Context: an optimization exercise on an open-source flow, tuned for small area. The choices shown serve that exercise and are no tape-out recipe.
The RTL was checked by simulation tests, not by an equivalence proof against the original design.

the reference run:
==> flow/design.v <==
module mips_rf_pair (
  input  logic a,
  input  logic a_sel_n,
  input  logic b,
  input  logic b_sel_n,
  output logic y
);
  assign y = ~((a | a_sel_n) & (b | b_sel_n));
endmodule
module mips_rf_single (
  input  logic a,
  input  logic a_sel_n,
  output logic y
);
  assign y = ~(a | a_sel_n);
endmodule
module mips_rf_or16 (
  input  logic [15:0] t,
  output logic        y
);
  assign y = |t;
endmodule
module mips_register_file #(
  parameter int DATA_W = 32,
  parameter int ADDR_W = 5,
  parameter int CNT_W  = 16
) (
  input  logic              clk,
  input  logic              rst_n,
  input  logic [ADDR_W-1:0] read_reg1,
  input  logic [ADDR_W-1:0] read_reg2,
  output logic [DATA_W-1:0] read_data1,
  output logic [DATA_W-1:0] read_data2,
  input  logic              reg_write,
  input  logic [ADDR_W-1:0] write_reg,
  input  logic [DATA_W-1:0] write_data,
  input  logic              hilo_write,
  input  logic [DATA_W-1:0] hi_in,
  input  logic [DATA_W-1:0] lo_in,
  output logic [DATA_W-1:0] hi_out,
  output logic [DATA_W-1:0] lo_out,
  input  logic [ADDR_W-1:0] dbg_addr,
  output logic [DATA_W-1:0] dbg_data,
  output logic [CNT_W-1:0]  write_count
);
  localparam int DEPTH = 2**ADDR_W;
  logic [DATA_W-1:0] regs_n [1:DEPTH-1];
  logic [DEPTH-1:1]  valid_q;
  logic [DEPTH-1:1]  we;
  logic [DATA_W-1:0] wdata_n;
  logic [DATA_W-1:0] hi_q;
  logic [DATA_W-1:0] lo_q;
  logic [CNT_W-1:0]  cnt_q;
  logic              commit;
  assign commit  = rst_n && reg_write && (write_reg != '0);
  assign wdata_n = ~write_data;
  always_comb begin
    for (int i = 1; i < DEPTH; i++) we[i] = commit && (write_reg == ADDR_W'(i));
  end
  always_ff @(posedge clk) begin
    for (int i = 1; i < DEPTH; i++)
      if (we[i]) regs_n[i] <= wdata_n;
  end
  always_ff @(posedge clk or negedge rst_n) begin
    if (!rst_n) begin
      valid_q <= '0;
      hi_q    <= '0;
      lo_q    <= '0;
      cnt_q   <= '0;
    end else begin
      valid_q <= valid_q | we;
      if (commit && (cnt_q != '1)) cnt_q <= cnt_q + CNT_W'(1);
      if (hilo_write) begin
        hi_q <= hi_in;
        lo_q <= lo_in;
      end
    end
  end
  logic            byp1, byp2;
  logic [DEPTH-1:0] sel1_n, sel2_n, seld_n;
  assign byp1 = commit && (write_reg == read_reg1);
  assign byp2 = commit && (write_reg == read_reg2);
  always_comb begin
    sel1_n[0] = !byp1;
    sel2_n[0] = !byp2;
    seld_n[0] = 1'b1;
    for (int i = 1; i < DEPTH; i++) begin
      sel1_n[i] = !((read_reg1 == ADDR_W'(i)) && valid_q[i] && !byp1);
      sel2_n[i] = !((read_reg2 == ADDR_W'(i)) && valid_q[i] && !byp2);
      seld_n[i] = !((dbg_addr  == ADDR_W'(i)) && valid_q[i]);
    end
  end
  for (genvar b = 0; b < DATA_W; b++) begin : g_col
    logic [15:0] t1, t2, td;
    for (genvar k = 0; k < DEPTH/2; k++) begin : g_pair
      if (k == 0) begin : g_first
        mips_rf_pair u_p1 (.a(wdata_n[b]), .a_sel_n(sel1_n[0]), .b(regs_n[1][b]), .b_sel_n(sel1_n[1]), .y(t1[k]));
        mips_rf_pair u_p2 (.a(wdata_n[b]), .a_sel_n(sel2_n[0]), .b(regs_n[1][b]), .b_sel_n(sel2_n[1]), .y(t2[k]));
        mips_rf_single u_pd (.a(regs_n[1][b]), .a_sel_n(seld_n[1]), .y(td[k]));
      end else begin : g_rest
        mips_rf_pair u_p1 (.a(regs_n[2*k][b]), .a_sel_n(sel1_n[2*k]), .b(regs_n[2*k+1][b]), .b_sel_n(sel1_n[2*k+1]), .y(t1[k]));
        mips_rf_pair u_p2 (.a(regs_n[2*k][b]), .a_sel_n(sel2_n[2*k]), .b(regs_n[2*k+1][b]), .b_sel_n(sel2_n[2*k+1]), .y(t2[k]));
        mips_rf_pair u_pd (.a(regs_n[2*k][b]), .a_sel_n(seld_n[2*k]), .b(regs_n[2*k+1][b]), .b_sel_n(seld_n[2*k+1]), .y(td[k]));
      end
    end
    mips_rf_or16 u_o1 (.t(t1), .y(read_data1[b]));
    mips_rf_or16 u_o2 (.t(t2), .y(read_data2[b]));
    mips_rf_or16 u_od (.t(td), .y(dbg_data[b]));
  end
  assign hi_out      = hi_q;
  assign lo_out      = lo_q;
  assign write_count = cnt_q;
endmodule
export LEC_CHECK = 0
export CAP_MARGIN = 10
export CELL_PAD_IN_SITES_DETAIL_PLACEMENT = 1
export CELL_PAD_IN_SITES_GLOBAL_PLACEMENT = 2
export CORE_MARGIN = 2
export CORE_UTILIZATION = 50
export CTS_BUF_LIST = sky130_fd_sc_hd__clkbuf_8
export CTS_CLUSTER_DIAMETER = 50
export CTS_CLUSTER_SIZE = 16
export PLACE_DENSITY = 0.65
export SETUP_SLACK_MARGIN = 0.2
export SLEW_MARGIN = 10
export SYNTH_HIERARCHICAL = 1
create_clock -name core_clock -period 8.0 [get_ports {clk}]
standard.sh (not shown) runs the stock make flow with config.mk's settings and CLKGATE_MAP_FILE= SYNTH_SCRIPT=/design/flow/synth_recipe.tcl, a recipe that flattens the netlist after the stock synthesis.
==> flow/flow/run.sh <==
#!/bin/bash
set -euo pipefail
cts_args="-sink_clustering_enable -repair_clock_nets -dont_use_dummy_load"
cts_args+=" -buf_list {sky130_fd_sc_hd__clkbuf_8}"
cts_args+=" -sink_clustering_size 16 -sink_clustering_max_diameter 50"
bash standard.sh \
  "BUFFER_PORTS_ARGS=-buffer_cell sky130_fd_sc_hd__buf_1" \
  "CTS_ARGS=$cts_args" \
  finish > flow_make.log 2>&1
#### Input delta (the trial run over the reference run)
==> flow/design.v, changed modules only <==
module mips_rf_drv (
  input  logic a,
  output logic y
);
  assign y = ~a;
endmodule
module mips_register_file #(
  parameter int DATA_W = 32,
  parameter int ADDR_W = 5,
  parameter int CNT_W  = 16
) (
  input  logic              clk,
  input  logic              rst_n,
  input  logic [ADDR_W-1:0] read_reg1,
  input  logic [ADDR_W-1:0] read_reg2,
  output logic [DATA_W-1:0] read_data1,
  output logic [DATA_W-1:0] read_data2,
  input  logic              reg_write,
  input  logic [ADDR_W-1:0] write_reg,
  input  logic [DATA_W-1:0] write_data,
  input  logic              hilo_write,
  input  logic [DATA_W-1:0] hi_in,
  input  logic [DATA_W-1:0] lo_in,
  output logic [DATA_W-1:0] hi_out,
  output logic [DATA_W-1:0] lo_out,
  input  logic [ADDR_W-1:0] dbg_addr,
  output logic [DATA_W-1:0] dbg_data,
  output logic [CNT_W-1:0]  write_count
);
  localparam int DEPTH = 2**ADDR_W;
  logic [DATA_W-1:0] regs_n [1:DEPTH-1];
  logic [DEPTH-1:1]  valid_q;
  logic [DEPTH-1:1]  we;
  logic [DEPTH-1:1]  we_n;
  logic [DATA_W-1:0] wdata_n;
  logic [DATA_W-1:0] hi_q;
  logic [DATA_W-1:0] lo_q;
  logic [CNT_W-1:0]  cnt_q;
  logic              commit;
  assign commit  = rst_n && reg_write && (write_reg != '0);
  for (genvar b = 0; b < DATA_W; b++) begin : g_wd
    mips_rf_drv u_drv (.a(write_data[b]), .y(wdata_n[b]));
  end
  always_comb begin
    for (int i = 1; i < DEPTH; i++) we_n[i] = !(commit && (write_reg == ADDR_W'(i)));
  end
  for (genvar i = 1; i < DEPTH; i++) begin : g_we
    mips_rf_drv u_drv (.a(we_n[i]), .y(we[i]));
  end
  always_ff @(posedge clk) begin
    for (int i = 1; i < DEPTH; i++)
      if (we[i]) regs_n[i] <= wdata_n;
  end
  always_ff @(posedge clk or negedge rst_n) begin
    if (!rst_n) begin
      valid_q <= '0;
      hi_q    <= '0;
      lo_q    <= '0;
      cnt_q   <= '0;
    end else begin
      valid_q <= valid_q | we;
      if (commit && (cnt_q != '1)) cnt_q <= cnt_q + CNT_W'(1);
      if (hilo_write) begin
        hi_q <= hi_in;
        lo_q <= lo_in;
      end
    end
  end
  logic            byp1, byp2;
  logic [DEPTH-1:0] sel1, sel2, seld;
  logic [DEPTH-1:0] sel1_n, sel2_n, seld_n;
  assign byp1 = commit && (write_reg == read_reg1);
  assign byp2 = commit && (write_reg == read_reg2);
  always_comb begin
    sel1[0] = byp1;
    sel2[0] = byp2;
    seld[0] = 1'b0;
    for (int i = 1; i < DEPTH; i++) begin
      sel1[i] = (read_reg1 == ADDR_W'(i)) && valid_q[i] && !byp1;
      sel2[i] = (read_reg2 == ADDR_W'(i)) && valid_q[i] && !byp2;
      seld[i] = (dbg_addr  == ADDR_W'(i)) && valid_q[i];
    end
  end
  for (genvar i = 0; i < DEPTH; i++) begin : g_sel
    mips_rf_drv u_d1 (.a(sel1[i]), .y(sel1_n[i]));
    mips_rf_drv u_d2 (.a(sel2[i]), .y(sel2_n[i]));
    if (i == 0) begin : g_nod
      assign seld_n[i] = 1'b1;
    end else begin : g_d
      mips_rf_drv u_dd (.a(seld[i]), .y(seld_n[i]));
    end
  end
  for (genvar b = 0; b < DATA_W; b++) begin : g_col
    logic [15:0] t1, t2, td;
    for (genvar k = 0; k < DEPTH/2; k++) begin : g_pair
      if (k == 0) begin : g_first
        mips_rf_pair u_p1 (.a(wdata_n[b]), .a_sel_n(sel1_n[0]), .b(regs_n[1][b]), .b_sel_n(sel1_n[1]), .y(t1[k]));
        mips_rf_pair u_p2 (.a(wdata_n[b]), .a_sel_n(sel2_n[0]), .b(regs_n[1][b]), .b_sel_n(sel2_n[1]), .y(t2[k]));
        mips_rf_single u_pd (.a(regs_n[1][b]), .a_sel_n(seld_n[1]), .y(td[k]));
      end else begin : g_rest
        mips_rf_pair u_p1 (.a(regs_n[2*k][b]), .a_sel_n(sel1_n[2*k]), .b(regs_n[2*k+1][b]), .b_sel_n(sel1_n[2*k+1]), .y(t1[k]));
        mips_rf_pair u_p2 (.a(regs_n[2*k][b]), .a_sel_n(sel2_n[2*k]), .b(regs_n[2*k+1][b]), .b_sel_n(sel2_n[2*k+1]), .y(t2[k]));
        mips_rf_pair u_pd (.a(regs_n[2*k][b]), .a_sel_n(seld_n[2*k]), .b(regs_n[2*k+1][b]), .b_sel_n(seld_n[2*k+1]), .y(td[k]));
      end
    end
    mips_rf_or16 u_o1 (.t(t1), .y(read_data1[b]));
    mips_rf_or16 u_o2 (.t(t2), .y(read_data2[b]));
    mips_rf_or16 u_od (.t(td), .y(dbg_data[b]));
  end
  assign hi_out      = hi_q;
  assign lo_out      = lo_q;
  assign write_count = cnt_q;
endmodule
==> comparison <==
Routability congestion estimate for the trial run: about 0.7% up relative to the reference run
The sequential share of cell area number comes out higher for the reference run vs the trial run.
Comparing number of buffer and inverter instances along the worst setup path for the reference run and the trial run, the bigger number came from the trial run.
Run comparison: the reference run slowest library cell on the worst path nand4_1; the trial run slowest library cell on the worst path nor4_4
In the trial run, the met1 track demand over resource came out 0.36 points above the value in the reference run.
Arrival time reported for the critical path endpoint: the reference run and the trial run compared, higher one is the trial run

-- what the ideal ports hide --
No port has a modelled driver above. Below, the same layouts with a new extraction and two added sets of constraints. Step 1, drivers: a clkbuf_16 drives clk and a buf_2 each remaining input, both assumed. Step 2 moves the port delays by t, midway between the first and last clock arrival at a register: inputs arrive t later, outputs are due t later. That takes back most of the time a late clock gives input paths. Three values: no drivers, after step 1, after step 2; two values: the first two.
run	t, ns	setup WS [ns]	worst register clock-pin slew, ns
the reference run	0.882	0.579 / 0.535 / 0.535	0.10 / 0.10
the trial run	0.886	0.252 / 0.229 / 0.229	0.10 / 0.10
After both steps every run listed still meets setup and hold. For the reference run, which loses most, drivers alone change the setup slack by -0.044 ns; drivers and shift together by -0.044 ns.
